This design comes from an exercise in tuning for small area, a short achievable clock period and few clock cycles per item on the open sky130 flow, not from production work.
RTL that was checked went through simulation tests only; none was proved equivalent to the original.
For run 1, only the layout was checked, not whether the RTL still works.
The clock port is modelled as an ideal driver; clocking choices that lean on that would not hold on a real chip.
Power and IR drop assume default switching activity.

## flow/design.v (module list and top-level ports; edited modules follow where they fit)
// module cnn_dvcon_fa: 11 lines
// module cnn_dvcon_ha: 10 lines
// module cnn_dvcon_bsel: 11 lines
// module cnn_dvcon: 3334 lines
module cnn_dvcon
(
  input  logic               aclk,
  input  logic               aresetn,
  input  logic [cnn_dvcon_pkg::TDATA_W-1:0] s_axis_tdata,
  input  logic               s_axis_tvalid,
  output logic               s_axis_tready,
  output logic [cnn_dvcon_pkg::ACC_W-1:0]   m_axis_tdata,
  output logic               m_axis_tvalid,
  input  logic               m_axis_tready
);
  // ...
==> flow/flow/run.sh <==
#!/bin/bash
# Standard layout (the standard.sh), except that the port buffers are
# sky130_fd_sc_hd__buf_2 cells rather than the delay cells buffer_ports picks by default.
set -e
export BUFFER_PORTS_ARGS="-buffer_cell sky130_fd_sc_hd__buf_2"
bash standard.sh > standard_flow.log 2>&1
==> flow/standard.sh <==
#!/bin/bash
# synth_recipe.tcl (not shown) runs the flow's synth.tcl, then flattens the netlist and writes it again
# the make line also repeats each setting of config.mk as NAME=value (left out here)
make -C /OpenROAD-flow-scripts/flow DESIGN_CONFIG=/design/flow/config.mk WORK_HOME=/design/flow/orfs CLKGATE_MAP_FILE= SYNTH_SCRIPT=/design/flow/synth_recipe.tcl "${@:-finish}"
==> flow/config.mk <==
export PLATFORM = sky130hd
export DESIGN_NAME = cnn_dvcon
export DESIGN_NICKNAME = cnn_dvcon
export VERILOG_FILES = /design/flow/design.v
export SDC_FILE = /design/flow/constraint.sdc
export NUM_CORES = 4
export LEC_CHECK = 0
export CAP_MARGIN = 20
export CORE_MARGIN = 2
export CORE_UTILIZATION = 40
export SLEW_MARGIN = 20
export SYNTH_HIERARCHICAL = 1
==> flow/constraint.sdc <==
create_clock -name core_clock -period 8.0 [get_ports {aclk}]
set_input_delay 1.6000 -clock core_clock [delete_from_list [all_inputs] [get_ports {aclk}]]
set_output_delay 1.6000 -clock core_clock [all_outputs]
set_load 0.01 [all_outputs]
==> out/qor.yml, run 1 <==
place:
  place_area_um2: 20700
  portBuffers: 169
critical_path:
  crit_cells: 3
  cp-start-kind: "input pin"
  startpoint: "m_axis_tready"
  end_kind: "primary output"
  path_class: "in2out"
final_layout:
  nFlopsAndLatches: 164
  instances_no_fill: 2216
die:
  die_width_um: 223
  die_area_um2: 49900
  initial_core_util_pct: 40.4
pwr:
  power.total_mw: 9.93
  comb_power_share_pct: 67.4
routing:
  routed_wl_um: 63300
  drc: 0
  ant_nets: 0
run_status:
  outcome: "timing/DRC/antenna clean"
sta:
  rsz0062_at_grt: "false"
  relSlewSlack_pct: 41.6
  whs_ps: 429
grt:
  grt_pass1_wl_um: 93000
  grtUsageMet2_pct: 44.3
  grt_usage_pct: 26.7
  grt_max_degree: 66
  busiest_layer: "met2"
  grt_pass1_vias: 13600
hold_path:
  worstHoldEndpoint: "r1_r0_fs_3$_DFFE_PP_"
  min-delay-start: "r0_fs_3$_DFFE_PP_"
yosys:
  ys_ff_latch: 164
clocking:
  cts_sinks: 164
==> run 2, diff against run 1 <==
--- a/flow/design.v
+++ b/flow/design.v
@@ -24,16 +24,24 @@
   input  logic a,
   input  logic b,
   output logic s,
   output logic co
 );
   assign s  = a ^ b;
   assign co = a & b;
 endmodule
+module cnn_dvcon_en
+(
+  input  logic m_valid,
+  input  logic m_ready,
+  output logic en
+);
+  assign en = !m_valid || m_ready;
+endmodule
 module cnn_dvcon_bsel
 (
   input  logic one,
   input  logic two,
   input  logic neg,
   input  logic x1,
   input  logic x0,
   output logic p
@@ -1926,18 +1934,18 @@
   logic r1_hs_7;
   logic r1_fs_554;
   logic r1_hs_8;
   logic r1_fs_558;
   logic r1_hs_9;
   logic en;
   logic [ACC_W-1:0] rowa, rowb, msum, sum;
   logic [2:1] vld;
-  assign en = !m_axis_tvalid || m_axis_tready;
-  assign s_axis_tready = en;
+  cnn_dvcon_en u_en (.m_valid(m_axis_tvalid), .m_ready(m_axis_tready), .en(en));
+  cnn_dvcon_en u_rdy (.m_valid(m_axis_tvalid), .m_ready(m_axis_tready), .en(s_axis_tready));
   assign m_axis_tvalid = vld[2];
   always_ff @(posedge aclk or negedge aresetn)
     if (!aresetn) vld <= '0;
     else if (en) vld <= {vld[1:1], s_axis_tvalid};
   assign pp_0_0_0 = ~(s_axis_tdata[64] & s_axis_tdata[136]);
   assign pp_0_0_1 = ~(s_axis_tdata[64] & s_axis_tdata[137]);
   assign pp_0_0_2 = ~(s_axis_tdata[64] & s_axis_tdata[138]);
   assign pp_0_0_3 = ~(s_axis_tdata[64] & s_axis_tdata[139]);
==> out/qor.yml, run 2 <==
routing:
  drt-wirelength-per-cell_um: 28.7
  ant_nets: 0  # unchanged
  drc: 0  # unchanged
  viasPerCell: 5.48
  firstDrtPassIters: 5
  routed_wl_um: 63600  # +0.44%
  drt_iter0_drc: 1216
  vias: 12200
die:
  die_width_um: 223  # about the same
  core_region_area_um2: 47600
  rows: 80
  die_h_um: 223
  die_area_um2: 49900  # about the same
  initial_core_util_pct: 40.4  # about the same
  ios: 170
clocking:
  clk_pin_slew_worst_paths_ps: 70
  clock-root-buffer: "clkbuf_16"
  numCtsBuffers: 17
  clk_path_buf_depth: 2
  cts_resized: 0
  clkLatencyLatePin_ps: 460
  cts_sinks: 164  # unchanged
  hold_buffers: 0
  cts.htree.levels: 4
  postCtsSetupBuffers: 0
  cts_tree: "done"
pwr:
  power.total_mw: 10.3  # +3.5%
  comb_power_share_pct: 66.7  # -0.7 points
  intPower_mw: 5.95
  p_clk_share_pct: 8.9
  switching_share_pct: 42.2
  peakVddDrop_uv: 416
  pwr-share-seq_pct: 24.3
  cellPowerDensity_nw_per_um2: 482
  p_switching_mw: 4.34
  p_leak_nw: 7.66
final_layout:
  mostFrequentLayoutCell: "fa_1"
  largest_register_ffs: 2
  instances_no_fill: 2217  # +0.045%
  layout.core_utilization_pct: 44.7
  syn2layout_area_growth_pct: 10.7
  layout.nets: 2307
  antenna_cells: 0
  regMostFlops: "vld"
  final_cell_mix: "548 x fa_1, 499 x nand2_1, 169 x buf_2"
  drive_gt1_share_pct: 13.0
  final_area_um2: 21300
place:
  place_area_um2: 20700  # about the same
  portBuffers: 169  # unchanged
  hpwl_um: 55900
  gp_congestion: 0.987
  place_inst: 2185
  place_ws_ps: 3600
hold_path:
  min-delay-start: "r0_fs_14$_DFFE_PP_"
  hp-class: "reg2reg"
yosys:
  yosysTopAreaCellShare_pct: 57.0
  yosys_warnings: 7
  synthTopCellsByArea: "fa_1 57%, edfxtp_1 25%, nand2_1 9.7%"
  synthAdderAreaFrac_pct: 58.4
  syn_area_um2: 19300
  yosys_most_used_dff: "edfxtp_1"
  synthArstFlopShare_pct: 1.22
  synth_cell_type_count: 31
  synth_edf_count: 162
  synthMuxAreaShare_pct: 0.117
  synth_fp_nets: 2176
  synth_top_family_by_area: "adder cells"
  synth_xor_area_share_pct: 0.364
  netlist_top_cells_count: "548 x fa_1, 499 x nand2_1, 162 x edfxtp_1, 83 x and2_1, 58 x clkbuf_1"
  synth_simple_gate_area_share_pct: 12.9
  ys_ff_latch: 164  # unchanged
  yosysMostFrequentCell: "fa_1"
  synth_compound_area_share_pct: 0.825
  ys_seq_area_share_pct: 25.5
  yosysTopAreaCell: "fa_1"
  synth_cells: 1458
  synth_area_per_cell_um2: 13.2
grt:
  grt_max_degree: 69  # +4.5%
  grt_pass1_wl_um: 94000  # +1.1%
  grt_pass1_vias: 13700  # +1.0%
  antenna_found_initial: 4
  grt_usage_pct: 26.8  # +0.053 points
  grt_remaining_overflow: 0
sta:
  relSlewSlack_pct: 35.4  # -6.3 points
  fin_skew_ps: 20.2
  finalSetupTns_ps: 0
  finalSetupViolations: 0
  period_share_pct: 50.5
  rsz0062_at_grt: "false"
  hold_viol_final: 0
  max_freq_mhz: 247
  finalMaxSlewViolations: 0
  whs_ps: 427  # -2.26 ps
  fin_ws_ps: 3960
  fin_crit_ps: 4040
  tightest_slew_ps: 970
critical_path:
  r2r-start: "r0_fs_225$_DFFE_PP_"
  startpoint: "s_axis_tdata[116]"
  end_kind: "flop"
  crit_fanout: 8
  path_class: "in2reg"
  cp-start-kind: "input pin"
  crit_required_ps: 8140
  cp.arrival_ps: 4180
run_status:
  outcome: "timing/DRC/antenna clean"
flow_run:
  max_cap_viol_count: 0
## run 2: cell count changes after synthesis, sizes merged
cell  before  now
mux2       1    2
## run 2: logic make-up after synthesis
kind of cell,after synthesis
xor+xnor,8
compound gates,21
simple gates,598
mux,2
buf+inv,95
flops,164
fa+ha+maj,570
## run 2: metal layers
| layer | track usage [%] | wire (um) | share of wire, % |
|---|---|---|---|
| met1 | 37.0 | 26000 | 41 |
| met2 | 44.0 | 31000 | 49 |
| met3 | 5.65 | 5350 | 8.4 |
| met4 | 5.61 | 1190 | 1.9 |
| met5 | 0 | 32 | 0.050 |
## run 2: power groups by stage
stage / clock network [mW] / registers, mW / logic, mW
final: 0.918 / 2.50 / 6.86
after global routing: 0.967 / 2.55 / 7.98
after CTS: 0.935 / 2.50 / 7.11
after detailed placement: 0 / 2.52 / 7.09
after global placement: 0 / 2.50 / 6.83
after floorplan: 0 / 2.46 / 4.49
## run 2: cell type report
type                    instances  area (um^2)
clock inverters                10          171
well taps                     615          769
multi-input cells            1199        14000
clock buffers                  22          474
fillers                      4344        26300
inverters                      36          135
repair buffers                171          861
flip-flops and latches        164         4910
## run 2: Yosys stat by module, one instance, submodules excluded
module / cells / area [um^2] / flip-flops and latches
cnn_dvcon: 898 / 8150 / 164
cnn_dvcon_fa: 1 / 20.0 / 0
cnn_dvcon_en: 1 / 6.26 / 0
cnn_dvcon_ha: 1 / 12.5 / 0
## run 2: path summary, 6_finish.rpt
check                                         to  slack (ps)  depth (start not counted)
setup / recovery             r0_fc_225$_DFFE_PP_        3960                          6
hold / removal             r1_r0_fs_14$_DFFE_PP_         430                          0
setup reg to reg               r1_hs_4$_DFFE_PP_        4220                          7
hold reg to reg            r1_r0_fs_14$_DFFE_PP_         430                          0
max in group asynchronous     vld[2]$_DFFE_PN0P_        6970                          1
min in group asynchronous     vld[1]$_DFFE_PN0P_         940                          1
## run 2: worst max-delay path, cell delays in order
cell and delay (ps):
buf_2 230, nand2_1 130, fa_1 520, fa_1 590, fa_1 550, fa_1 560
Testbench counts of run 2, summed over its fixed seeds: cycles 16,016, items 16,000.
==> run 3, diff against run 2 <==
--- a/flow/config.mk
+++ b/flow/config.mk
@@ -10,2 +10,3 @@
 export CORE_UTILIZATION = 40
+export SETUP_SLACK_MARGIN = 4.0
 export SLEW_MARGIN = 20
==> out/qor.yml, run 3 <==
pwr:
  peakVddDrop_uv: 639  # +53%
  p_leak_nw: 7.65  # -0.16%
  power.total_mw: 10.3  # +0.39%
  cellPowerDensity_nw_per_um2: 483  # about the same
final_layout:
  largest_register_ffs: 2  # unchanged
  final_cell_mix: "522 x fa_1, 499 x nand2_1, 169 x buf_2"
  mostFrequentLayoutCell: "fa_1"
  instances_no_fill: 2220  # +0.14%
  n_fill_cell: 4382  # +0.87%
  drive_gt1_share_pct: 14.8  # +1.8 points
  layout.nets: 2308  # +0.043%
  regMostFlops: "vld"
  syn2layout_area_growth_pct: 11.0
sta:
  hold_viol_final: 0  # unchanged
  rsz0062_at_grt: "false"
  relSlewSlack_pct: 39.6  # +4.2 points
  finalSetupTns_ps: 0  # unchanged
  max_freq_mhz: 254  # +2.5%
  period_share_pct: 49.3  # -1.2 points
  fin_crit_ps: 3940  # -99.3 ps
  finalMaxSlewViolations: 0  # unchanged
  finalSetupViolations: 0  # unchanged
  fin_skew_ps: 19.5  # -0.689 ps
  tightest_slew_ps: 907  # -63.1 ps
yosys:
  syn_area_um2: 19300  # unchanged
  synthArstFlopShare_pct: 1.22  # unchanged
  yosysTopAreaCell: "fa_1"
  ys_ff_latch: 164  # unchanged
  synth_area_per_cell_um2: 13.2  # unchanged
  yosysTopAreaCellShare_pct: 57.0  # unchanged
  synth_cells: 1458  # unchanged
  yosysMostFrequentCell: "fa_1"
  ys_seq_area_share_pct: 25.5  # unchanged
  synth_cell_type_count: 31  # unchanged
  netlist_top_cells_count: "548 x fa_1, 499 x nand2_1, 162 x edfxtp_1, 83 x and2_1, 58 x clkbuf_1"
  synth_fp_nets: 2176  # unchanged
  yosys_warnings: 7  # unchanged
  synthTopCellsByArea: "fa_1 57%, edfxtp_1 25%, nand2_1 9.7%"
  yosys_most_used_dff: "edfxtp_1"
  synth_edf_count: 162  # unchanged
critical_path:
  slowest_stage: "fa_1"
  cp.arrival_ps: 4100  # -80 ps
  critPathMaxStageDelay_ps: 690  # +100 ps
  path_class: "in2reg"
  regToRegSetupSlack_ps: 4230  # about the same
  crit_fanout: 8  # unchanged
  crit_family: "adder cells"
  cp-start-kind: "input pin"
  end_kind: "flop"
  cp_cell_sequence: "buf_2 > nand2_1 > fa_1 > fa_2 > fa_2 > fa_1"
  path_buf_inv: 1  # unchanged
  crit_required_ps: 8160  # +20 ps
clocking:
  hold_buffers: 0  # unchanged
  postCtsSetupBuffers: 0  # unchanged
  clk_path_buf_depth: 2  # unchanged
  cts_tree: "done"
  clock-root-buffer: "clkbuf_16"
  clk_pin_slew_worst_paths_ps: 80  # about the same
  cts.htree.levels: 4  # unchanged
  cts_sinks: 164  # unchanged
  numCtsBuffers: 17  # unchanged
  clkLatencyLatePin_ps: 450  # about the same
  cts_resized: 0  # unchanged
grt:
  grt_pass1_wl_um: 93800  # -0.15%
  grt_usage_pct: 27.0  # +0.23 points
  grt_max_degree: 82  # +19%
  grt_pass1_vias: 13900  # +1.0%
  antenna_found_initial: 4  # unchanged
  grt_remaining_overflow: 0  # unchanged
routing:
  routed_wl_um: 64000  # +0.60%
  drt_iter0_drc: 1099  # -9.6%
  viasPerCell: 5.43  # -0.89%
  ant_nets: 0  # unchanged
  drc: 0  # unchanged
  vias: 12100  # -0.76%
  firstDrtPassIters: 6  # +1
  drt-wirelength-per-cell_um: 28.8  # +0.46%
hold_path:
  hp-class: "reg2reg"
place:
  hpwl_um: 56300  # +0.72%
  gp_congestion: 0.958  # -3.0%
  place_inst: 2185  # unchanged
  portBuffers: 169  # unchanged
run_status:
  outcome: "timing/DRC/antenna clean"
flow_run:
  max_cap_viol_count: 0  # unchanged
die:
  initial_core_util_pct: 40.4  # unchanged
  core_region_area_um2: 47600  # unchanged
  die_width_um: 223  # unchanged
  ios: 170  # unchanged
  die_area_um2: 49900  # unchanged
  die_h_um: 223  # unchanged
  rows: 80  # unchanged
run 3: logic make-up after synthesis:
group                      Yosys count  synth area share (%)
DFF                                164                  25.5
adders and majority gates          570                  58.4
buffers and inverters               95                  1.87
xor gates and xnor gates             8                 0.364
and+or+nand+nor                    598                  12.9
muxes                                2                 0.117
AOI/OAI and AO/OA                   21                 0.825
run 3: cell type report:
| type | instances | area (um^2) | area share (%) |
|---|---|---|---|
| multi-input combinational | 1199 | 14100 | 65.7 |
| sequential | 164 | 4910 | 23.0 |
| timing repair buffer | 172 | 888 | 4.15 |
| tap | 615 | 769 | 3.60 |
| clock buffer | 17 | 425 | 1.99 |
| clock inverter | 15 | 191 | 0.895 |
| inverter | 36 | 135 | 0.632 |
| antenna | 2 | 5.00 | 0.0234 |
run 3: through the flow:
step	setup slack [ps]	utilization (%)	area, um^2	hold WS [ps]
after floorplan	4000	-	19400	400
after global placement	3650	43.5	20700	409
after detailed placement	3620	43.5	20700	424
after CTS	4110	44.8	21300	437
after global routing	4030	44.9	21400	438
final	4060	44.9	21400	439
run 3: metal layers:
metal	track usage (%)	wire, um	part of all wire, %
met3	10.3	6860	11
met2	44.0	31000	48
met1	34.3	24800	39
met4	6.32	1260	2.0
met5	0	39	0.061
run 3: final timing paths:
| kind | cells past startpoint | to | startpoint |
|---|---|---|---|
| min in group asynchronous | 1 | vld[1]$_DFFE_PN0P_ | aresetn |
| setup reg to reg | 7 | r1_hs_4$_DFFE_PP_ | r0_fs_225$_DFFE_PP_ |
| setup / recovery | 6 | r0_fs_323$_DFFE_PP_ | s_axis_tdata[100] |
| hold reg to reg | 0 | r1_r0_fs_3$_DFFE_PP_ | r0_fs_3$_DFFE_PP_ |
| hold / removal | 0 | r1_r0_fs_3$_DFFE_PP_ | r0_fs_3$_DFFE_PP_ |
| max in group asynchronous | 1 | vld[2]$_DFFE_PN0P_ | aresetn |
run 3: Yosys stat by module (local to each module, per instance):
| module | times used | cells | flops+latches |
|---|---|---|---|
| cnn_dvcon | 1 | 898 | 164 |
| cnn_dvcon_en | 2 | 1 | 0 |
| cnn_dvcon_fa | 548 | 1 | 0 |
| cnn_dvcon_ha | 10 | 1 | 0 |
run 3: where the power goes:
part	internal (mW)	switching, mW
clock network	0.499	0.378
logic	3.18	3.75
registers	2.24	0.268
total	5.92	4.40
==> run 4, diff against run 3 <==
--- a/flow/config.mk
+++ b/flow/config.mk
@@ -10,3 +10,3 @@
 export CORE_UTILIZATION = 40
-export SETUP_SLACK_MARGIN = 4.0
+export SETUP_SLACK_MARGIN = 4.15
 export SLEW_MARGIN = 20
==> out/qor.yml, run 4 <==
grt:
  grt_remaining_overflow: 0  # unchanged
  grt_pass1_vias: 13600  # -1.7%
  grt_pass1_wl_um: 92700  # -1.2%
  grtUsageMet2_pct: 43.6  # -0.40 points
  globalRouteMet1Util_pct: 36.2  # +1.9 points
  grt_max_degree: 79  # -3.7%
  grt_use_met3_pct: 6.45  # -3.9 points
  grt_usage_pct: 26.5  # -0.50 points
  busiest_layer: "met2"
  antenna_found_initial: 4  # unchanged
pwr:
  power.total_mw: 10.4  # +0.49%
  p_leak_nw: 7.74  # +1.2%
  cellPowerDensity_nw_per_um2: 470  # -2.5%
  peakVddDrop_uv: 457  # -29%
critical_path:
  crit_required_ps: 8150  # about the same
  regToRegSetupSlack_ps: 4230  # about the same
  cp-start-kind: "input pin"
  end_kind: "flop"
  path_class: "in2reg"
  cp.arrival_ps: 4010  # -90 ps
  crit_fanout: 8  # unchanged
sta:
  fin_crit_ps: 3860  # -82.6 ps
  tightest_slew_ps: 1050  # +144 ps
  rsz0062_at_grt: "true"
  max_freq_mhz: 259  # +2.1%
  whs_ps: 422  # -17.7 ps
  finalSetupTns_ps: 0  # unchanged
  period_share_pct: 48.2  # -1.0 points
  relSlewSlack_pct: 30.0  # -9.6 points
  hold_viol_final: 0  # unchanged
  fin_skew_ps: 13.7  # -5.82 ps
  finalMaxSlewViolations: 0  # unchanged
  finalSetupViolations: 0  # unchanged
final_layout:
  final_cell_mix: "427 x nand2_1, 382 x fa_1, 166 x fa_2"
  mostFrequentLayoutCell: "nand2_1"
  syn2layout_area_growth_pct: 14.5
  layout.nets: 2307  # -0.043%
  largest_register_ffs: 2  # unchanged
  n_fill_cell: 4233  # -3.4%
  drive_gt1_share_pct: 28.1  # +13 points
  antenna_cells: 0  # -2
  regMostFlops: "vld"
yosys:
  ys_ff_latch: 164  # unchanged
  synthArstFlopShare_pct: 1.22  # unchanged
  synth_area_per_cell_um2: 13.2  # unchanged
  synth_cell_type_count: 31  # unchanged
  yosys_most_used_dff: "edfxtp_1"
  synth_fp_nets: 2176  # unchanged
  netlist_top_cells_count: "548 x fa_1, 499 x nand2_1, 162 x edfxtp_1, 83 x and2_1, 58 x clkbuf_1"
  synth_edf_count: 162  # unchanged
  yosysTopAreaCell: "fa_1"
  ys_seq_area_share_pct: 25.5  # unchanged
  syn_area_um2: 19300  # unchanged
  yosys_warnings: 7  # unchanged
  yosysTopAreaCellShare_pct: 57.0  # unchanged
  synth_cells: 1458  # unchanged
  synthTopCellsByArea: "fa_1 57%, edfxtp_1 25%, nand2_1 9.7%"
  yosysMostFrequentCell: "fa_1"
routing:
  drt_iter0_drc: 1114  # +1.4%
  ant_nets: 0  # unchanged
  firstDrtPassIters: 8  # +2
  drc: 0  # unchanged
  viasPerCell: 5.47  # +0.66%
  vias: 12100  # +0.52%
  routed_wl_um: 63300  # -1.1%
  drt-wirelength-per-cell_um: 28.5  # -0.95%
clocking:
  postCtsSetupBuffers: 0  # unchanged
  cts.htree.levels: 4  # unchanged
  clock-root-buffer: "clkbuf_16"
  clk_path_buf_depth: 2  # unchanged
  cts_sinks: 164  # unchanged
  hold_buffers: 0  # unchanged
  cts_tree: "done"
  clk_pin_slew_worst_paths_ps: 70  # about the same
  clkLatencyLatePin_ps: 450  # about the same
  numCtsBuffers: 17  # unchanged
die:
  initial_core_util_pct: 40.4  # unchanged
  die_area_um2: 49900  # unchanged
  core_region_area_um2: 47600  # unchanged
  ios: 170  # unchanged
  die_width_um: 223  # unchanged
  die_h_um: 223  # unchanged
  rows: 80  # unchanged
flow_run:
  max_cap_viol_count: 0  # unchanged
place:
  gp_congestion: 0.954  # -0.36%
  portBuffers: 169  # unchanged
  hpwl_um: 55000  # -2.4%
hold_path:
  hp-class: "reg2reg"
run_status:
  outcome: "timing/DRC/antenna clean"
run 4: changes by cell type in the layout (fill, tap and decap cells not counted), moves of 10 or more:
cell | before | now
fa_1 | 522 | 382
fa_2 | 26 | 166
nand2_1 | 499 | 427
nand2_2 | 0 | 44
nand2_4 | 0 | 28
buf_2 | 169 | 159
run 4: what timing repair did:
| action | in CTS | in global routing |
|---|---|---|
| endpoints found under the setup margin | 1 | 19 |
| gates resized for setup | 1 | 18 |
| pin swaps | 0 | 3 |
run 4: metrics by stage:
| step | setup WS (ps) | area (um^2) | utilization, % | instances |
|---|---|---|---|---|
| final | 4140 | 22000 | 46.3 | 2217 |
| after global routing | 4150 | 22000 | 46.3 | 2217 |
| after detailed placement | 3650 | 21400 | 44.9 | 2185 |
| after CTS | 4150 | 22000 | 46.2 | 2217 |
| after global placement | 3650 | 21400 | 44.9 | 2185 |
| after floorplan | 4070 | 20800 | - | 1458 |
run 4: Yosys stat by module, one instance, submodules excluded:
module	area (um^2)	flops+latches	times used	cells inside
cnn_dvcon_ha	12.5	0	10	1
cnn_dvcon_en	6.26	0	2	1
cnn_dvcon	8150	164	1	898
cnn_dvcon_fa	20.0	0	548	1
run 4: path summary, 6_finish.rpt:
check / from / to / cells after the start
worst min register to register: r0_fs_14$_DFFE_PP_ / r1_r0_fs_14$_DFFE_PP_ / 0
worst max-delay path: s_axis_tdata[89] / r0_fc_278$_DFFE_PP_ / 6
min in group asynchronous: aresetn / vld[2]$_DFFE_PN0P_ / 1
worst min-delay path: r0_fs_14$_DFFE_PP_ / r1_r0_fs_14$_DFFE_PP_ / 0
worst max register to register: r0_fc_225$_DFFE_PP_ / r1_hs_4$_DFFE_PP_ / 7
max in group asynchronous: aresetn / vld[1]$_DFFE_PN0P_ / 1
run 4: final cells by class:
| cell class | count | area [um^2] | share of cell area (%) |
|---|---|---|---|
| Tap cell | 615 | 769 | 3.49 |
| Timing Repair Buffer | 171 | 886 | 4.02 |
| Sequential cell | 164 | 4910 | 22.3 |
| Clock buffer | 18 | 429 | 1.95 |
| Clock inverter | 14 | 176 | 0.800 |
| Multi-Input combinational cell | 1199 | 14700 | 66.8 |
| Inverter | 36 | 135 | 0.613 |
run 4: power by group:
part           switching [mW]  internal [mW]  leakage [nW]
logic                    3.75           3.26          5.82
clock network           0.363          0.495         0.287
registers               0.255           2.24          1.63
run 4: cell families after synthesis:
group	after synthesis	share of synthesized area, %
simple gates	598	12.9
fa+ha+maj	570	58.4
flops	164	25.5
buf+inv	95	1.87
compound gates	21	0.825
xor+xnor	8	0.364
mux	2	0.117
run 4: worst max-delay path, cell delays in order:
cell     delay (ps)
buf_2           290
nand2_1         140
fa_2            370
fa_2            610
fa_1            480
fa_1            510
run 4: layer usage:
layer / wire length (um) / vias to the layer above
met5: 57 / -
met4: 1090 / 8
met3: 5340 / 84
met2: 30800 / 604
met1: 26000 / 6638
li1: - / 4788
==> run 5, diff against run 4 <==
--- a/flow/config.mk
+++ b/flow/config.mk
@@ -10,3 +10,4 @@
 export CORE_UTILIZATION = 40
-export SETUP_SLACK_MARGIN = 4.15
+export CTS_BUF_LIST = sky130_fd_sc_hd__clkbuf_4 sky130_fd_sc_hd__clkbuf_8
+export SETUP_SLACK_MARGIN = 4.0
 export SLEW_MARGIN = 20
==> out/qor.yml, run 5 <==
run_status:
  outcome: "timing/DRC/antenna clean"
sta:
  fin_crit_ps: 3940  # +79.8 ps
  hold_viol_final: 0  # unchanged
  finalSetupTns_ps: 0  # unchanged
  fin_skew_ps: 30.4  # +16.7 ps
  finalSetupViolations: 0  # unchanged
  relSlewSlack_pct: 40.9  # +11 points
  tightest_slew_ps: 886  # -165 ps
  period_share_pct: 49.2  # +1.0 points
  rsz0062_at_grt: "false"
  finalMaxSlewViolations: 0  # unchanged
  max_freq_mhz: 254  # -2.0%
routing:
  drt_iter0_drc: 1129  # +1.3%
  drt-wirelength-per-cell_um: 28.8  # +1.0%
  viasPerCell: 5.43  # -0.68%
  ant_nets: 0  # unchanged
  routed_wl_um: 64000  # +1.2%
  vias: 12100  # -0.50%
  drc: 0  # unchanged
  firstDrtPassIters: 5  # -3
critical_path:
  crit_required_ps: 8190  # +40 ps
  path_class: "in2reg"
  cp.arrival_ps: 4130  # +120 ps
  cp-start-kind: "input pin"
  critPathMaxStageDelay_ps: 610  # about the same
  end_kind: "flop"
  crit_fanout: 8  # unchanged
  path_common_cell: "fa_1"
  rr_worst_depth: 7  # unchanged
  slowest_stage: "fa_1"
  cp_cell_sequence: "buf_2 > nand2_1 > fa_1 > fa_1 > fa_2 > fa_1"
clocking:
  cts_resized: 0  # -1
  cts_sinks: 164  # unchanged
  numCtsBuffers: 17  # unchanged
  clk_pin_slew_worst_paths_ps: 110  # +40 ps
  cts.htree.levels: 4  # unchanged
  clkLatencyLatePin_ps: 510  # +60 ps
  postCtsSetupBuffers: 0  # unchanged
  clk_path_buf_depth: 2  # unchanged
  hold_buffers: 0  # unchanged
  clock-root-buffer: "clkbuf_8"
  cts_tree: "done"
hold_path:
  min_path_cells: 0  # unchanged
  hp-class: "reg2reg"
yosys:
  synthArstFlopShare_pct: 1.22  # unchanged
  yosys_warnings: 7  # unchanged
  synth_fp_nets: 2176  # unchanged
  synthAdderAreaFrac_pct: 58.4  # unchanged
  synth_simple_gate_area_share_pct: 12.9  # unchanged
  synth_cells: 1458  # unchanged
  synth_edf_count: 162  # unchanged
  netlist_top_cells_count: "548 x fa_1, 499 x nand2_1, 162 x edfxtp_1, 83 x and2_1, 58 x clkbuf_1"
  synth_area_per_cell_um2: 13.2  # unchanged
  yosys_most_used_dff: "edfxtp_1"
  synthTopCellsByArea: "fa_1 57%, edfxtp_1 25%, nand2_1 9.7%"
  yosysTopAreaCellShare_pct: 57.0  # unchanged
  synth_compound_area_share_pct: 0.825  # unchanged
  syn_area_um2: 19300  # unchanged
  ys_ff_latch: 164  # unchanged
  synth_cell_type_count: 31  # unchanged
  synth_xor_area_share_pct: 0.364  # unchanged
  synth_top_family_by_area: "adder cells"
  yosysMostFrequentCell: "fa_1"
  synthMuxAreaShare_pct: 0.117  # unchanged
  ys_seq_area_share_pct: 25.5  # unchanged
  yosysTopAreaCell: "fa_1"
place:
  hpwl_um: 56300  # +2.5%
  gp_congestion: 0.958  # +0.36%
  portBuffers: 169  # unchanged
final_layout:
  layout.core_utilization_pct: 44.5  # -1.8 points
  drive_gt1_share_pct: 14.8  # -13 points
  largest_register_ffs: 2  # unchanged
  mostFrequentLayoutCell: "fa_1"
  final_cell_mix: "523 x fa_1, 499 x nand2_1, 169 x buf_2"
  regMostFlops: "vld"
  syn2layout_area_growth_pct: 10.1
  layout.nets: 2308  # +0.043%
grt:
  globalRouteMet1Util_pct: 34.6  # -1.6 points
  grt_max_degree: 82  # +3.8%
  grt_remaining_overflow: 0  # unchanged
  busiest_layer: "met2"
  grt_pass1_wl_um: 93900  # +1.3%
  grt_use_met3_pct: 9.73  # +3.3 points
  antenna_found_initial: 4  # unchanged
  grt_pass1_vias: 13900  # +1.9%
  grtUsageMet2_pct: 44.0  # +0.36 points
  grt_usage_pct: 27.0  # +0.53 points
die:
  core_region_area_um2: 47600  # unchanged
  die_area_um2: 49900  # unchanged
  die_width_um: 223  # unchanged
  die_h_um: 223  # unchanged
  rows: 80  # unchanged
  ios: 170  # unchanged
  initial_core_util_pct: 40.4  # unchanged
pwr:
  p_leak_nw: 7.56  # -2.3%
  peakVddDrop_uv: 636  # +39%
  cellPowerDensity_nw_per_um2: 477  # +1.4%
flow_run:
  max_cap_viol_count: 0  # unchanged
run 5: cell counts after synthesis:
No cell type changed its count.
run 5: metrics by stage:
stage	std cells	hold WS (ps)	worst slack, ps	power, mW	area [um^2]
after floorplan	1458	400	4000	6.96	19400
after global placement	2185	409	3650	9.41	20700
after detailed placement	2185	424	3620	9.64	20700
after CTS	2217	442	4150	10.3	21200
after global routing	2218	441	4020	11.4	21200
final	2221	443	4060	10.1	21200
run 5: path summary, 6_finish.rpt:
path                            slack [ps]                 from              endpoint
min in group asynchronous              870              aresetn    vld[1]$_DFFE_PN0P_
worst max-delay path                  4060     s_axis_tdata[36]   r0_fc_225$_DFFE_PP_
worst min register to register         440    r0_fs_3$_DFFE_PP_  r1_r0_fs_3$_DFFE_PP_
max in group asynchronous             7030              aresetn    vld[2]$_DFFE_PN0P_
worst min-delay path                   440    r0_fs_3$_DFFE_PP_  r1_r0_fs_3$_DFFE_PP_
worst max register to register        4210  r0_fs_225$_DFFE_PP_     r1_hs_4$_DFFE_PP_
run 5: layout make-up:
cell class	instances	area [um^2]
fill	4396	26500
multi-input combinational	1199	14000
sequential	164	4910
timing repair buffer	172	888
tap	615	769
clock buffer	17	234
clock inverter	15	191
inverter	36	135
antenna	3	7.51
run 5: metal layers:
metal / up-vias / wire (um)
met4: 6 / 1340
li1: 4794 / -
met2: 642 / 30900
met5: - / 124
met1: 6526 / 24900
met3: 93 / 6820
run 5: report_power, final:
part           switching, mW  leakage [nW]  internal, mW
Sequential             0.267          1.63          2.24
Clock                  0.354         0.210         0.317
Combinational           3.75          5.72          3.18
run 5: per-module statistics from Yosys, one instance, submodules excluded:
module	times used	flip-flops and latches	cell area (um^2)
cnn_dvcon_ha	10	0	12.5
cnn_dvcon	1	164	8150
cnn_dvcon_fa	548	0	20.0
cnn_dvcon_en	2	0	6.26
run 5: critical path, delay by kind of cell:
family        cells  cell delay, ps
simple gates      1             130
buf+inv           1             250
fa+ha+maj         4            2130
run 5: cells by family (layout without fill, tap and decap cells):
kind of cell	Yosys count	in the layout
fa+ha+maj	570	570
other cells	0	3
xor+xnor	8	8
buf+inv	95	240
mux	2	2
compound gates	21	21
flops	164	164
simple gates	598	598
==> run 6, diff against run 5 <==
--- a/flow/flow/run.sh
+++ b/flow/flow/run.sh
@@ -5,2 +5,3 @@
 export BUFFER_PORTS_ARGS="-buffer_cell sky130_fd_sc_hd__buf_2"
+export CTS_ARGS="-sink_clustering_enable -repair_clock_nets -dont_use_dummy_load -buf_list {sky130_fd_sc_hd__clkbuf_4 sky130_fd_sc_hd__clkbuf_8}"
 bash standard.sh > standard_flow.log 2>&1
==> out/qor.yml, run 6 <==
yosys:
  synthTopCellsByArea: "fa_1 57%, edfxtp_1 25%, nand2_1 9.7%"
  synth_fp_nets: 2176  # unchanged
  synthArstFlopShare_pct: 1.22  # unchanged
  synth_area_per_cell_um2: 13.2  # unchanged
  ys_ff_latch: 164  # unchanged
  synth_cells: 1458  # unchanged
  ys_seq_area_share_pct: 25.5  # unchanged
  yosysTopAreaCell: "fa_1"
  synth_cell_type_count: 31  # unchanged
  yosysTopAreaCellShare_pct: 57.0  # unchanged
  syn_area_um2: 19300  # unchanged
  yosys_most_used_dff: "edfxtp_1"
  yosysMostFrequentCell: "fa_1"
  netlist_top_cells_count: "548 x fa_1, 499 x nand2_1, 162 x edfxtp_1, 83 x and2_1, 58 x clkbuf_1"
  synth_edf_count: 162  # unchanged
  yosys_warnings: 7  # unchanged
final_layout:
  regMostFlops: "vld"
  drive_gt1_share_pct: 14.0  # -0.80 points
  layout.nets: 2307  # -0.043%
  mostFrequentLayoutCell: "fa_1"
  multi_input_comb_area_um2: 14100  # about the same
  layout.core_utilization_pct: 44.0  # -0.45 points
  final_area_um2: 21000  # -1.0%
  n_fill_cell: 4417  # +0.48%
  largest_register_ffs: 2  # unchanged
  syn2layout_area_growth_pct: 8.95
  regArea_um2: 4910  # unchanged
  final_cell_mix: "522 x fa_1, 499 x nand2_1, 169 x buf_2"
pwr:
  cellPowerDensity_nw_per_um2: 472  # -1.2%
  p_leak_nw: 7.46  # -1.3%
  peakVddDrop_uv: 618  # -2.7%
die:
  initial_core_util_pct: 40.4  # unchanged
  die_width_um: 223  # unchanged
  core_region_area_um2: 47600  # unchanged
  die_area_um2: 49900  # unchanged
  die_h_um: 223  # unchanged
  rows: 80  # unchanged
  ios: 170  # unchanged
critical_path:
  path_class: "in2reg"
  slowest_stage: "fa_1"
  cp_cell_sequence: "buf_2 > nand2_1 > fa_1 > fa_2 > fa_2 > fa_1"
  cp-start-kind: "input pin"
  end_kind: "flop"
  path_buf_inv: 1  # unchanged
  rr_worst_depth: 7  # unchanged
  cp.arrival_ps: 4090  # -40 ps
  crit_family: "adder cells"
  crit_fanout: 8  # unchanged
  crit_cells: 6  # unchanged
  crit_required_ps: 8200  # about the same
  critPathMaxStageDelay_ps: 680  # +70 ps
routing:
  firstDrtPassIters: 6  # +1
  drc: 0  # unchanged
  vias: 12100  # +0.099%
  viasPerCell: 5.48  # +0.83%
  drt-wirelength-per-cell_um: 29.0  # +0.42%
  routed_wl_um: 63800  # -0.30%
  drt_iter0_drc: 1093  # -3.2%
  ant_nets: 0  # unchanged
clocking:
  cts_resized: 0  # unchanged
  clk_path_buf_depth: 2  # unchanged
  cts_sinks: 164  # unchanged
  numCtsBuffers: 17  # unchanged
  clk_pin_slew_worst_paths_ps: 90  # -20 ps
  cts.htree.levels: 4  # unchanged
  hold_buffers: 0  # unchanged
  clock-root-buffer: "clkbuf_8"
  postCtsSetupBuffers: 0  # unchanged
  cts_tree: "done"
  clkLatencyLatePin_ps: 490  # -20 ps
sta:
  fin_crit_ps: 3890  # -50.3 ps
  tightest_slew_ps: 876  # -10.2 ps
  hold_viol_final: 0  # unchanged
  max_freq_mhz: 257  # +1.3%
  relSlewSlack_pct: 41.6  # +0.68 points
  rsz0062_at_grt: "false"
  finalMaxSlewViolations: 0  # unchanged
  fin_skew_ps: 34.7  # +4.30 ps
  finalSetupTns_ps: 0  # unchanged
  finalSetupViolations: 0  # unchanged
  period_share_pct: 48.6  # -0.63 points
place:
  place_area_um2: 20700  # unchanged
  portBuffers: 169  # unchanged
  hpwl_um: 56300  # unchanged
  gp_congestion: 0.958  # unchanged
grt:
  grt_max_degree: 82  # unchanged
  grt_pass1_wl_um: 93700  # -0.21%
  grt_usage_pct: 26.9  # -0.085 points
  grt_remaining_overflow: 0  # unchanged
  antenna_found_initial: 4  # unchanged
  grt_pass1_vias: 13900  # -0.15%
hold_path:
  min_path_cells: 0  # unchanged
  hp-class: "reg2reg"
flow_run:
  max_cap_viol_count: 0  # unchanged
run_status:
  outcome: "timing/DRC/antenna clean"
-- run 6: cell counts after synthesis --
Identical to the previous run, type by type.
-- run 6: final timing paths --
path	from	to	slack, ps
setup / recovery	s_axis_tdata[100]	r0_fs_323$_DFFE_PP_	4110
hold / removal	r0_fs_3$_DFFE_PP_	r1_r0_fs_3$_DFFE_PP_	430
setup reg to reg	r0_fs_166$_DFFE_PP_	r1_hs_4$_DFFE_PP_	4240
hold reg to reg	r0_fs_3$_DFFE_PP_	r1_r0_fs_3$_DFFE_PP_	430
max in group asynchronous	aresetn	vld[2]$_DFFE_PN0P_	7010
min in group asynchronous	aresetn	vld[1]$_DFFE_PN0P_	890
-- run 6: layout make-up --
class	count	share of cell area (%)
Tap cell	615	3.67
Inverter	36	0.644
Timing Repair Buffer	171	4.12
Antenna cell	3	0.0358
Sequential cell	164	23.4
Clock buffer	17	1.12
Multi-Input combinational cell	1199	67.0
-- run 6: kinds of logic (layout without fill, tap and decap cells) --
kind of cell	Yosys count	after routing	synth area share, %
adders and majority gates	570	570	58.4
AOI/OAI and AO/OA	21	21	0.825
muxes	2	2	0.117
buffers and inverters	95	224	1.87
DFF	164	164	25.5
other	0	3	0
and+or+nand+nor	598	598	12.9
xor gates and xnor gates	8	8	0.364
-- run 6: per-layer routing --
| layer | track usage, % | vias to the layer above | part of all wire, % |
|---|---|---|---|
| li1 | - | 4773 | - |
| met1 | 34.5 | 6552 | 39 |
| met2 | 43.8 | 643 | 48 |
| met3 | 9.88 | 99 | 11 |
| met4 | 6.43 | 6 | 2.1 |
| met5 | 1.47 | - | 0.19 |
-- run 6: per-stage QoR --
step                std cells  power (mW)  setup WS, ps  hold slack [ps]
floorplan                1458        6.96          4000              400
global route             2202        11.2          4050              430
global placement         2185        9.41          3650              409
CTS                      2202        10.1          4150              428
detailed placement       2185        9.64          3620              424
finish                   2205        9.89          4110              429
-- run 6: modules after synthesis (local to each module, per instance) --
module	times used	area, um^2
cnn_dvcon	1	8150
cnn_dvcon_en	2	6.26
cnn_dvcon_fa	548	20.0
cnn_dvcon_ha	10	12.5
-- run 6: power breakdown --
group	leakage, nW	switching (mW)	internal (mW)
combinational	5.71	3.74	3.18
sequential	1.63	0.266	2.24
clock	0.122	0.277	0.187
total	7.46	4.29	5.61
==> run 7, diff against run 6 <==
--- a/flow/flow/run.sh
+++ b/flow/flow/run.sh
@@ -1,4 +1,7 @@
 #!/bin/bash
-# Standard layout (the standard.sh), except that the port buffers are
-# sky130_fd_sc_hd__buf_2 cells rather than the delay cells buffer_ports picks by default.
+# Standard layout (the standard.sh) with two changes:
+#  - the port buffers are sky130_fd_sc_hd__buf_2 cells rather than the delay cells
+#    buffer_ports picks by default;
+#  - clock tree synthesis builds from clkbuf_4/clkbuf_8 and adds no dummy
+#    load cells (otherwise the same clock_tree_synthesis arguments as ORFS).
 set -e
--- a/flow/config.mk
+++ b/flow/config.mk
@@ -11,2 +11,3 @@
 export CTS_BUF_LIST = sky130_fd_sc_hd__clkbuf_4 sky130_fd_sc_hd__clkbuf_8
+export PLACE_DENSITY = 0.75
 export SETUP_SLACK_MARGIN = 4.0
==> out/qor.yml, run 7 <==
final_layout:
  largest_register_ffs: 2  # unchanged
  layout.nets: 2307  # unchanged
  syn2layout_area_growth_pct: 8.89  # about the same
  regArea_um2: 4910  # unchanged
  mostFrequentLayoutCell: "fa_1"
  multi_input_comb_area_um2: 14000  # about the same
  drive_gt1_share_pct: 13.9  # -0.063 points
  regMostFlops: "vld"
  final_cell_mix: "523 x fa_1, 499 x nand2_1, 169 x buf_2"
  n_fill_cell: 4310  # -2.4%
critical_path:
  r2r-start: "r0_fs_168$_DFFE_PP_"
  path_class: "in2reg"
  rr_worst_depth: 7  # unchanged
  crit_path_end: "r0_fs_420$_DFFE_PP_"
  crit_fanout: 8  # unchanged
  startpoint: "s_axis_tdata[38]"
  regToRegSetupSlack_ps: 4190  # -50 ps
  end_kind: "flop"
  cp.arrival_ps: 4140  # +50 ps
  cp-start-kind: "input pin"
  r2r_end: "r1_hs_4$_DFFE_PP_"
  crit_required_ps: 8260  # +60 ps
routing:
  routed_wl_um: 63700  # -0.26%
  drt-wirelength-per-cell_um: 28.9  # -0.17%
  firstDrtPassIters: 5  # -1
  ant_nets: 0  # unchanged
  drc: 0  # unchanged
  drt_iter0_drc: 1097  # +0.37%
  viasPerCell: 5.58  # +1.9%
  vias: 12300  # +1.8%
grt:
  grt_max_degree: 80  # -2.4%
  grt_remaining_overflow: 0  # unchanged
  antenna_found_initial: 3  # -1
  grt_usage_pct: 26.7  # -0.23 points
  grt_pass1_wl_um: 93500  # -0.29%
  grt_pass1_vias: 13800  # -0.60%
pwr:
  cellPowerDensity_nw_per_um2: 478  # +1.4%
  peakVddDrop_uv: 352  # -43%
  intPower_mw: 5.62  # +0.25%
  p_leak_nw: 7.46  # about the same
  switching_share_pct: 43.9  # +0.60 points
  pwr-share-seq_pct: 25.2  # -0.2 points
  comb_power_share_pct: 70.0  # about the same
  p_switching_mw: 4.40  # +2.7%
  p_clk_share_pct: 4.8  # about the same
die:
  die_area_um2: 49900  # unchanged
  die_h_um: 223  # unchanged
  ios: 170  # unchanged
  rows: 80  # unchanged
  core_region_area_um2: 47600  # unchanged
  initial_core_util_pct: 40.4  # unchanged
  die_width_um: 223  # unchanged
yosys:
  netlist_top_cells_count: "548 x fa_1, 499 x nand2_1, 162 x edfxtp_1, 83 x and2_1, 58 x clkbuf_1"
  yosys_most_used_dff: "edfxtp_1"
  synthTopCellsByArea: "fa_1 57%, edfxtp_1 25%, nand2_1 9.7%"
  synth_cells: 1458  # unchanged
  yosysTopAreaCell: "fa_1"
  synth_area_per_cell_um2: 13.2  # unchanged
  yosysTopAreaCellShare_pct: 57.0  # unchanged
  yosys_warnings: 7  # unchanged
  synthArstFlopShare_pct: 1.22  # unchanged
  synth_edf_count: 162  # unchanged
  yosysMostFrequentCell: "fa_1"
  ys_ff_latch: 164  # unchanged
  synth_cell_type_count: 31  # unchanged
  syn_area_um2: 19300  # unchanged
  synth_fp_nets: 2176  # unchanged
  ys_seq_area_share_pct: 25.5  # unchanged
clocking:
  numCtsBuffers: 17  # unchanged
  hold_buffers: 0  # unchanged
  cts_tree: "done"
  clk_pin_slew_worst_paths_ps: 110  # +20 ps
  cts_resized: 0  # unchanged
  postCtsSetupBuffers: 0  # unchanged
  cts_sinks: 164  # unchanged
  clkLatencyLatePin_ps: 510  # +20 ps
flow_run:
  max_cap_viol_count: 0  # unchanged
sta:
  max_freq_mhz: 258  # +0.32%
  finalSetupViolations: 0  # unchanged
  finalSetupTns_ps: 0  # unchanged
  tightest_slew_ps: 1150  # +274 ps
  fin_skew_ps: 34.2  # -0.446 ps
  rsz0062_at_grt: "false"
  finalMaxSlewViolations: 0  # unchanged
  whs_ps: 485  # +55.4 ps
  hold_viol_final: 0  # unchanged
  relSlewSlack_pct: 23.3  # -18 points
  fin_crit_ps: 3880  # -12.6 ps
  period_share_pct: 48.5  # -0.16 points
hold_path:
  hp-class: "reg2reg"
place:
  hpwl_um: 56100  # -0.37%
  portBuffers: 169  # unchanged
  gp_congestion: 0.958  # about the same
run_status:
  outcome: "timing/DRC/antenna clean"
-- run 7: routing by layer --
metal	GRT usage (%)	wire, um	part of all wire, %	vias up
met5	0	26	0.041	-
met4	6.43	1510	2.4	4
met3	5.11	5090	8.0	114
met2	45.3	31800	50	675
met1	35.8	25300	40	6724
li1	-	-	-	4771
-- run 7: per-module statistics from Yosys, one instance, submodules excluded --
module        copies in the design  cells  cell area, um^2
cnn_dvcon_fa                   548      1             20.0
cnn_dvcon_en                     2      1             6.26
cnn_dvcon_ha                    10      1             12.5
cnn_dvcon                        1    898             8150
-- run 7: worst max-delay path, stage by stage --
cell and delay [ps]:
buf_2 240, nand2_1 190, fa_1 500, fa_1 560, fa_1 550, fa_1 500
-- run 7: how the worst min path moves through the flow --
stage,startpoint,to,slack [ps],cells past startpoint
after floorplan,r0_fs_14$_DFFE_PP_,r1_r0_fs_14$_DFFE_PP_,400,0
after global placement,r0_fs_14$_DFFE_PP_,r1_r0_fs_14$_DFFE_PP_,450,0
after detailed placement,r0_fs_14$_DFFE_PP_,r1_r0_fs_14$_DFFE_PP_,450,0
after CTS,r0_fs_14$_DFFE_PP_,r1_r0_fs_14$_DFFE_PP_,480,0
after global routing,r0_fs_14$_DFFE_PP_,r1_r0_fs_14$_DFFE_PP_,490,0
final,r0_fs_14$_DFFE_PP_,r1_r0_fs_14$_DFFE_PP_,480,0
-- run 7: power groups by stage --
stage / sequential (mW) / combinational (mW) / clock (mW)
4_1_cts: 2.52 / 7.24 / 0.499
5_1_grt: 2.57 / 8.03 / 0.520
3_3_place_gp: 2.52 / 6.90 / 0
2_1_floorplan: 2.45 / 4.51 / 0
3_5_place_dp: 2.54 / 7.20 / 0
6_report: 2.52 / 7.01 / 0.486
-- run 7: cell families (layout without fill, tap and decap cells) --
kind of cell,Yosys count,count (layout),synth area share [%]
muxes,2,2,0.117
buffers and inverters,95,224,1.87
and+or+nand+nor,598,598,12.9
xor gates and xnor gates,8,8,0.364
AOI/OAI and AO/OA,21,21,0.825
DFF,164,164,25.5
adders and majority gates,570,570,58.4
other,0,1,0
-- run 7: area by class of cell --
| type | instances | area share [%] |
|---|---|---|
| multi-input combinational | 1199 | 67.0 |
| antenna | 1 | 0.0119 |
| tap | 615 | 3.67 |
| timing repair buffer | 171 | 4.11 |
| sequential | 164 | 23.4 |
| clock buffer | 17 | 1.12 |
| inverter | 36 | 0.645 |
-- run 7: metrics by stage --
stage               setup WS (ps)  instance area [um^2]  cells  utilization (%)  power (mW)
floorplan                    4000                 19400   1458                -        6.96
global placement             3640                 20700   2185             43.5        9.42
global route                 4090                 21000   2202             44.0        11.1
detailed placement           3610                 20700   2185             43.5        9.75
CTS                          4170                 21000   2202             44.0        10.3
finish                       4120                 21000   2203             44.0        10.0
==> run 8, diff against run 7 <==
--- a/flow/config.mk
+++ b/flow/config.mk
@@ -9,3 +9,3 @@
 export CORE_MARGIN = 2
-export CORE_UTILIZATION = 40
+export CORE_UTILIZATION = 65
 export CTS_BUF_LIST = sky130_fd_sc_hd__clkbuf_4 sky130_fd_sc_hd__clkbuf_8
==> out/qor.yml, run 8 <==
grt:
  grt_pass1_vias: 13800  # +0.34%
  antenna_found_initial: 9  # +6
  grt_usage_pct: 42.2  # +15 points
  grt_max_degree: 63  # -21%
  grt_pass1_wl_um: 89500  # -4.3%
  grt_remaining_overflow: 0  # unchanged
final_layout:
  instances_no_fill: 1979  # -10%
  n_fill_cell: 2009  # -53%
  drive_gt1_share_pct: 13.9  # unchanged
  final_cell_mix: "523 x fa_1, 499 x nand2_1, 169 x buf_2"
  syn2layout_area_growth_pct: 7.44
  mostFrequentLayoutCell: "fa_1"
  regMostFlops: "vld"
  layout.nets: 2307  # unchanged
  largest_register_ffs: 2  # unchanged
critical_path:
  end_kind: "flop"
  startpoint: "s_axis_tdata[51]"
  crit_fanout: 8  # unchanged
  r2r-start: "r0_fs_169$_DFFE_PP_"
  crit_required_ps: 8190  # -70 ps
  cp.arrival_ps: 4060  # -80 ps
  cp-start-kind: "input pin"
  path_class: "in2reg"
yosys:
  yosys_most_used_dff: "edfxtp_1"
  ys_ff_latch: 164  # unchanged
  netlist_top_cells_count: "548 x fa_1, 499 x nand2_1, 162 x edfxtp_1, 83 x and2_1, 58 x clkbuf_1"
  synth_fp_nets: 2176  # unchanged
  synth_xor_area_share_pct: 0.364  # unchanged
  synth_compound_area_share_pct: 0.825  # unchanged
  synthAdderAreaFrac_pct: 58.4  # unchanged
  synth_edf_count: 162  # unchanged
  synthTopCellsByArea: "fa_1 57%, edfxtp_1 25%, nand2_1 9.7%"
  synth_area_per_cell_um2: 13.2  # unchanged
  ys_seq_area_share_pct: 25.5  # unchanged
  yosys_warnings: 7  # unchanged
  synthMuxAreaShare_pct: 0.117  # unchanged
  yosysMostFrequentCell: "fa_1"
  synth_cells: 1458  # unchanged
  syn_area_um2: 19300  # unchanged
  yosysTopAreaCell: "fa_1"
  synth_top_family_by_area: "adder cells"
  synthArstFlopShare_pct: 1.22  # unchanged
  synth_simple_gate_area_share_pct: 12.9  # unchanged
  yosysTopAreaCellShare_pct: 57.0  # unchanged
  synth_cell_type_count: 31  # unchanged
sta:
  rsz0062_at_grt: "false"
  max_freq_mhz: 258  # about the same
  hold_viol_final: 0  # unchanged
  fin_skew_ps: 34.2  # -0.00840 ps
  period_share_pct: 48.5  # about the same
  fin_crit_ps: 3880  # +3.27 ps
  fin_ws_ps: 4120  # -3.27 ps
  whs_ps: 441  # -43.7 ps
  finalSetupTns_ps: 0  # unchanged
  tightest_slew_ps: 858  # -292 ps
  finalSetupViolations: 0  # unchanged
  finalMaxSlewViolations: 0  # unchanged
  relSlewSlack_pct: 42.8  # +19 points
place:
  hpwl_um: 52900  # -5.9%
  gp_congestion: 1.04  # +8.8%
  place_inst: 1960  # -10%
  portBuffers: 169  # unchanged
  place_ws_ps: 3650  # +39.7 ps
clocking:
  clk_pin_slew_worst_paths_ps: 90  # -20 ps
  cts_resized: 0  # unchanged
  cts_tree: "done"
  numCtsBuffers: 17  # unchanged
  postCtsSetupBuffers: 0  # unchanged
  clkLatencyLatePin_ps: 480  # -30 ps
  cts_sinks: 164  # unchanged
  hold_buffers: 0  # unchanged
routing:
  firstDrtPassIters: 5  # unchanged
  ant_nets: 0  # unchanged
  drt-wirelength-per-cell_um: 31.1  # +7.7%
  vias: 12700  # +3.1%
  viasPerCell: 6.40  # +15%
  routed_wl_um: 61600  # -3.2%
  drt_iter0_drc: 1740  # +59%
  drc: 0  # unchanged
die:
  die_h_um: 176  # -21%
  initial_core_util_pct: 65.5  # +25 points
  ios: 170  # unchanged
  rows: 63  # -21%
  die_width_um: 176  # -21%
  die_area_um2: 31000  # -38%
  core_region_area_um2: 29400  # -38%
pwr:
  p_leak_nw: 7.46  # about the same
  cellPowerDensity_nw_per_um2: 496  # +3.9%
  peakVddDrop_uv: 552  # +57%
flow_run:
  max_cap_viol_count: 0  # unchanged
hold_path:
  min-delay-start: "r0_fs_3$_DFFE_PP_"
  hp-class: "reg2reg"
run_status:
  outcome: "timing/DRC/antenna clean"
==> run 8: area by class of cell <==
type                    count  area (um^2)  area share (%)
clock buffers              17          234            1.13
flip-flops and latches    164         4910            23.8
multi-input cells        1199        14000            67.9
well taps                 390          488            2.36
diodes                      2         5.00          0.0242
repair buffers            171          861            4.16
inverters                  36          135           0.653
==> run 8: metal layers <==
layer | vias up | GRT usage (%) | routed length (um)
li1 | 4774 | - | -
met1 | 6568 | 58.5 | 22500
met2 | 1099 | 63.3 | 28100
met3 | 208 | 15.7 | 8650
met4 | 16 | 14.0 | 2360
met5 | - | 0 | 92
==> run 8: stage by stage <==
step                util, %  total power, mW  cell area, um^2
floorplan                 -             6.96            19400
global placement       69.5             9.23            20400
detailed placement     69.5             9.79            20400
CTS                    70.3             10.3            20700
global route           70.3             11.2            20700
finish                 70.4             10.3            20700
==> run 8: worst max-delay path, stage by stage <==
cell and delay, ps:
buf_2 270, and2_1 190, fa_1 430, fa_1 590, fa_2 430, fa_1 540
==> run 8: cell families after synthesis <==
group | count (synthesis)
AND/OR/NAND/NOR | 598
adder cells (fa/ha/maj) | 570
flip-flops | 164
buffers and inverters | 95
AO/OA/AOI/OAI | 21
XOR/XNOR | 8
multiplexers | 2
==> run 8: final timing paths <==
path                                   endpoint  slack (ps)  depth (start not counted)
min in group asynchronous    vld[1]$_DFFE_PN0P_         880                          1
max in group asynchronous    vld[2]$_DFFE_PN0P_        7030                          1
max                         r0_fs_395$_DFFE_PP_        4120                          6
max reg2reg                   r1_hs_4$_DFFE_PP_        4220                          7
min reg2reg                r1_r0_fs_3$_DFFE_PP_         440                          0
min                        r1_r0_fs_3$_DFFE_PP_         440                          0
==> run 8: where the power goes <==
part | total (mW) | internal (mW) | switching (mW)
registers | 2.50 | 2.24 | 0.256
clock network | 0.472 | 0.188 | 0.284
logic | 7.30 | 3.30 | 4.00
total | 10.3 | 5.73 | 4.54
==> run 8: modules after synthesis, one instance, submodules excluded <==
module	cells	times used	area, um^2
cnn_dvcon	898	1	8150
cnn_dvcon_fa	1	548	20.0
cnn_dvcon_ha	1	10	12.5
cnn_dvcon_en	1	2	6.26
==> run 9, diff against run 8 <==
--- a/flow/config.mk
+++ b/flow/config.mk
@@ -9,6 +9,6 @@
 export CORE_MARGIN = 2
-export CORE_UTILIZATION = 65
+export CORE_UTILIZATION = 40
 export CTS_BUF_LIST = sky130_fd_sc_hd__clkbuf_4 sky130_fd_sc_hd__clkbuf_8
 export PLACE_DENSITY = 0.75
-export SETUP_SLACK_MARGIN = 4.0
+export SETUP_SLACK_MARGIN = 4.1
 export SLEW_MARGIN = 20
==> out/qor.yml, run 9 <==
routing:
  wl_met2_um: 30800  # +9.6%
  top_layer_used: "met5"
  wl_met3_um: 5770  # -33%
  viasPerCell: 5.66  # -12%
  drt-wirelength-per-cell_um: 28.4  # -8.7%
  drt-met1-wl_um: 24200  # +7.8%
  vias: 12500  # -1.6%
  drc: 0  # unchanged
  firstDrtPassIters: 6  # +1
  drt_iter0_drc: 1320  # -24%
  routed_wl_um: 62700  # +1.7%
  ant_nets: 0  # unchanged
yosys:
  synth_area_per_cell_um2: 13.2  # unchanged
  synth_cells: 1458  # unchanged
  synthTopCellsByArea: "fa_1 57%, edfxtp_1 25%, nand2_1 9.7%"
  yosysTopAreaCell: "fa_1"
  yosys_warnings: 7  # unchanged
  yosysMostFrequentCell: "fa_1"
  synth_edf_count: 162  # unchanged
  synth_fp_nets: 2176  # unchanged
  netlist_top_cells_count: "548 x fa_1, 499 x nand2_1, 162 x edfxtp_1, 83 x and2_1, 58 x clkbuf_1"
  ys_seq_area_share_pct: 25.5  # unchanged
  yosys_most_used_dff: "edfxtp_1"
  syn_area_um2: 19300  # unchanged
  synth_cell_type_count: 31  # unchanged
  ys_ff_latch: 164  # unchanged
  yosysTopAreaCellShare_pct: 57.0  # unchanged
  synthArstFlopShare_pct: 1.22  # unchanged
die:
  die_area_um2: 49900  # +61%
  die_h_um: 223  # +27%
  die_width_um: 223  # +27%
  ios: 170  # unchanged
  core_region_area_um2: 47600  # +62%
  rows: 80  # +27%
  initial_core_util_pct: 40.4  # -25 points
critical_path:
  path_buf_inv: 1  # unchanged
  slowest_stage: "fa_1"
  crit_fanout: 8  # unchanged
  critPathMaxStageDelay_ps: 690  # +100 ps
  path_common_cell: "fa_1"
  path_class: "in2reg"
  end_kind: "flop"
  regToRegSetupSlack_ps: 4220  # about the same
  cp-start-kind: "input pin"
  crit_family: "adder cells"
  crit_required_ps: 8210  # +20 ps
  cp.arrival_ps: 4090  # +30 ps
  cp_cell_sequence: "buf_2 > and2_1 > fa_1 > fa_1 > fa_1 > fa_1"
place:
  place_ws_ps: 3680  # +27.8 ps
  place_inst: 2185  # +11%
  hpwl_um: 54700  # +3.5%
  place_area_um2: 21100  # +3.1%
  gp_congestion: 1.01  # -3.6%
  portBuffers: 169  # unchanged
grt:
  grt_remaining_overflow: 0  # unchanged
  antenna_found_initial: 6  # -3
  grt_usage_pct: 26.1  # -16 points
  grt_pass1_wl_um: 92600  # +3.5%
  grt_max_degree: 81  # +29%
  grt_pass1_vias: 14000  # +1.2%
sta:
  tightest_slew_ps: 1050  # +192 ps
  fin_skew_ps: 39.6  # +5.38 ps
  finalSetupViolations: 0  # unchanged
  rsz0062_at_grt: "false"
  finalMaxSlewViolations: 0  # unchanged
  finalSetupTns_ps: 0  # unchanged
  hold_viol_final: 0  # unchanged
  fin_crit_ps: 3880  # -1.50 ps
  relSlewSlack_pct: 30.1  # -13 points
  max_freq_mhz: 258  # about the same
  fin_ws_ps: 4120  # +1.50 ps
  period_share_pct: 48.5  # about the same
final_layout:
  regMostFlops: "vld"
  layout.core_utilization_pct: 44.8  # -26 points
  largest_register_ffs: 2  # unchanged
  regArea_um2: 4910  # unchanged
  final_cell_mix: "460 x nand2_1, 438 x fa_1, 169 x buf_2"
  multi_input_comb_area_um2: 14400  # +2.6%
  mostFrequentLayoutCell: "nand2_1"
  final_area_um2: 21300  # +3.1%
  drive_gt1_share_pct: 21.8  # +7.9 points
  instances_no_fill: 2204  # +11%
  syn2layout_area_growth_pct: 10.8
  layout.nets: 2307  # unchanged
  n_fill_cell: 4317  # +110%
run_status:
  outcome: "timing/DRC/antenna clean"
pwr:
  p_leak_nw: 7.48  # +0.30%
  cellPowerDensity_nw_per_um2: 468  # -5.8%
  peakVddDrop_uv: 370  # -33%
clocking:
  numCtsBuffers: 17  # unchanged
  clkLatencyLatePin_ps: 500  # +20 ps
  cts_tree: "done"
  cts_sinks: 164  # unchanged
  clk_pin_slew_worst_paths_ps: 110  # +20 ps
  postCtsSetupBuffers: 0  # unchanged
flow_run:
  max_cap_viol_count: 0  # unchanged
hold_path:
  hp-class: "reg2reg"
[run 9: changes by cell type in the layout (fill, tap and decap cells not counted)]
| cell | before | now |
|---|---|---|
| a211oi_2 | 0 | 1 |
| fa_2 | 25 | 110 |
| a211oi_1 | 3 | 2 |
| nand2_1 | 499 | 460 |
| fa_1 | 523 | 438 |
| nand2_4 | 0 | 9 |
| nand2_2 | 0 | 30 |
[run 9: per-module statistics from Yosys, one instance, submodules excluded]
module        area [um^2]  flip-flops and latches
cnn_dvcon            8150                     164
cnn_dvcon_en         6.26                       0
cnn_dvcon_fa         20.0                       0
cnn_dvcon_ha         12.5                       0
[run 9: cell type report]
type,count,area share (%)
multi-input cells,1199,67.6
well taps,615,3.61
clock buffers,17,1.10
repair buffers,171,4.04
diodes,2,0.0235
flip-flops and latches,164,23.0
inverters,36,0.634
[run 9: logic make-up (layout without fill, tap and decap cells)]
| family | after synthesis | after routing | synth area share, % |
|---|---|---|---|
| buffers and inverters | 95 | 224 | 1.87 |
| xor gates and xnor gates | 8 | 8 | 0.364 |
| other | 0 | 2 | 0 |
| adders and majority gates | 570 | 570 | 58.4 |
| and+or+nand+nor | 598 | 598 | 12.9 |
| DFF | 164 | 164 | 25.5 |
| AOI/OAI and AO/OA | 21 | 21 | 0.825 |
| muxes | 2 | 2 | 0.117 |
[run 9: per-layer routing]
metal	global-route usage [%]	vias to the layer above
li1	-	4774
met1	34.6	6769
met2	43.7	754
met3	5.83	159
met4	7.25	10
met5	0	-
[run 9: what timing repair did]
| action | in CTS | in global routing |
|---|---|---|
| hold buffers | 0 | 0 |
| resized for setup | 0 | 1 |
| endpoints found under the setup margin | 0 | 1 |
[run 9: per-stage QoR]
step	total power, mW	hold slack (ps)
2_1_floorplan	7.02	400
3_3_place_gp	9.36	404
3_5_place_dp	9.72	432
4_1_cts	10.2	415
5_1_grt	11.2	417
6_report	9.98	423
[run 9: worst paths after layout]
kind	start	endpoint	cells after the start
max	s_axis_tdata[49]	r0_fs_324$_DFFE_PP_	6
min	r0_fs_14$_DFFE_PP_	r1_r0_fs_14$_DFFE_PP_	0
max reg2reg	r0_fs_219$_DFFE_PP_	r1_hs_4$_DFFE_PP_	7
min reg2reg	r0_fs_14$_DFFE_PP_	r1_r0_fs_14$_DFFE_PP_	0
max in group asynchronous	aresetn	vld[1]$_DFFE_PN0P_	1
min in group asynchronous	aresetn	vld[2]$_DFFE_PN0P_	1
[run 9: power breakdown]
group	internal, mW	switching (mW)
clock network	0.188	0.284
registers	2.24	0.257
logic	3.24	3.76
total	5.67	4.30

re-timing with driven ports:
No port has a modelled driver above. Below, the same layouts with a new extraction and two added sets of constraints. Step 1, drivers: a clkbuf_16 drives aclk and a buf_2 each remaining input, both assumed. Step 2 also shifts input and output timing later by t, the mid clock arrival at the registers, as if the neighbouring blocks saw the same clock. a / b / c = ideal / step 1 / step 2; a / b = the first two.
| run | t (ns) | slack for setup (ns) | worst setup path after step 2 | slew at the worst register clock pin (ns) | cell pins on the clock port's net |
|---|---|---|---|---|---|
| run 1 | 0.485 | 4.005 / 3.984 / 3.544 | input to register | 0.07 / 0.07 | 1 |
| run 2 | 0.498 | 3.959 / 3.986 / 3.488 | input to register | 0.08 / 0.08 | 1 |
| run 3 | 0.497 | 4.058 / 4.090 / 3.593 | input to register | 0.08 / 0.08 | 1 |
| run 4 | 0.497 | 4.141 / 4.155 / 3.658 | input to register | 0.08 / 0.08 | 1 |
| run 5 | 0.548 | 4.061 / 4.088 / 3.540 | input to register | 0.12 / 0.12 | 1 |
| run 6 | 0.524 | 4.111 / 4.137 / 3.613 | input to register | 0.10 / 0.10 | 1 |
| run 7 | 0.540 | 4.124 / 4.126 / 3.586 | input to register | 0.11 / 0.11 | 1 |
| run 8 | 0.509 | 4.120 / 4.147 / 3.638 | input to register | 0.10 / 0.10 | 1 |
| run 9 | 0.528 | 4.122 / 4.149 / 3.620 | input to register | 0.11 / 0.11 | 1 |
After both steps setup and hold are still met in every run listed. For run 7, which loses most, drivers alone change the setup slack by +0.002 ns; drivers and shift together by -0.538 ns.
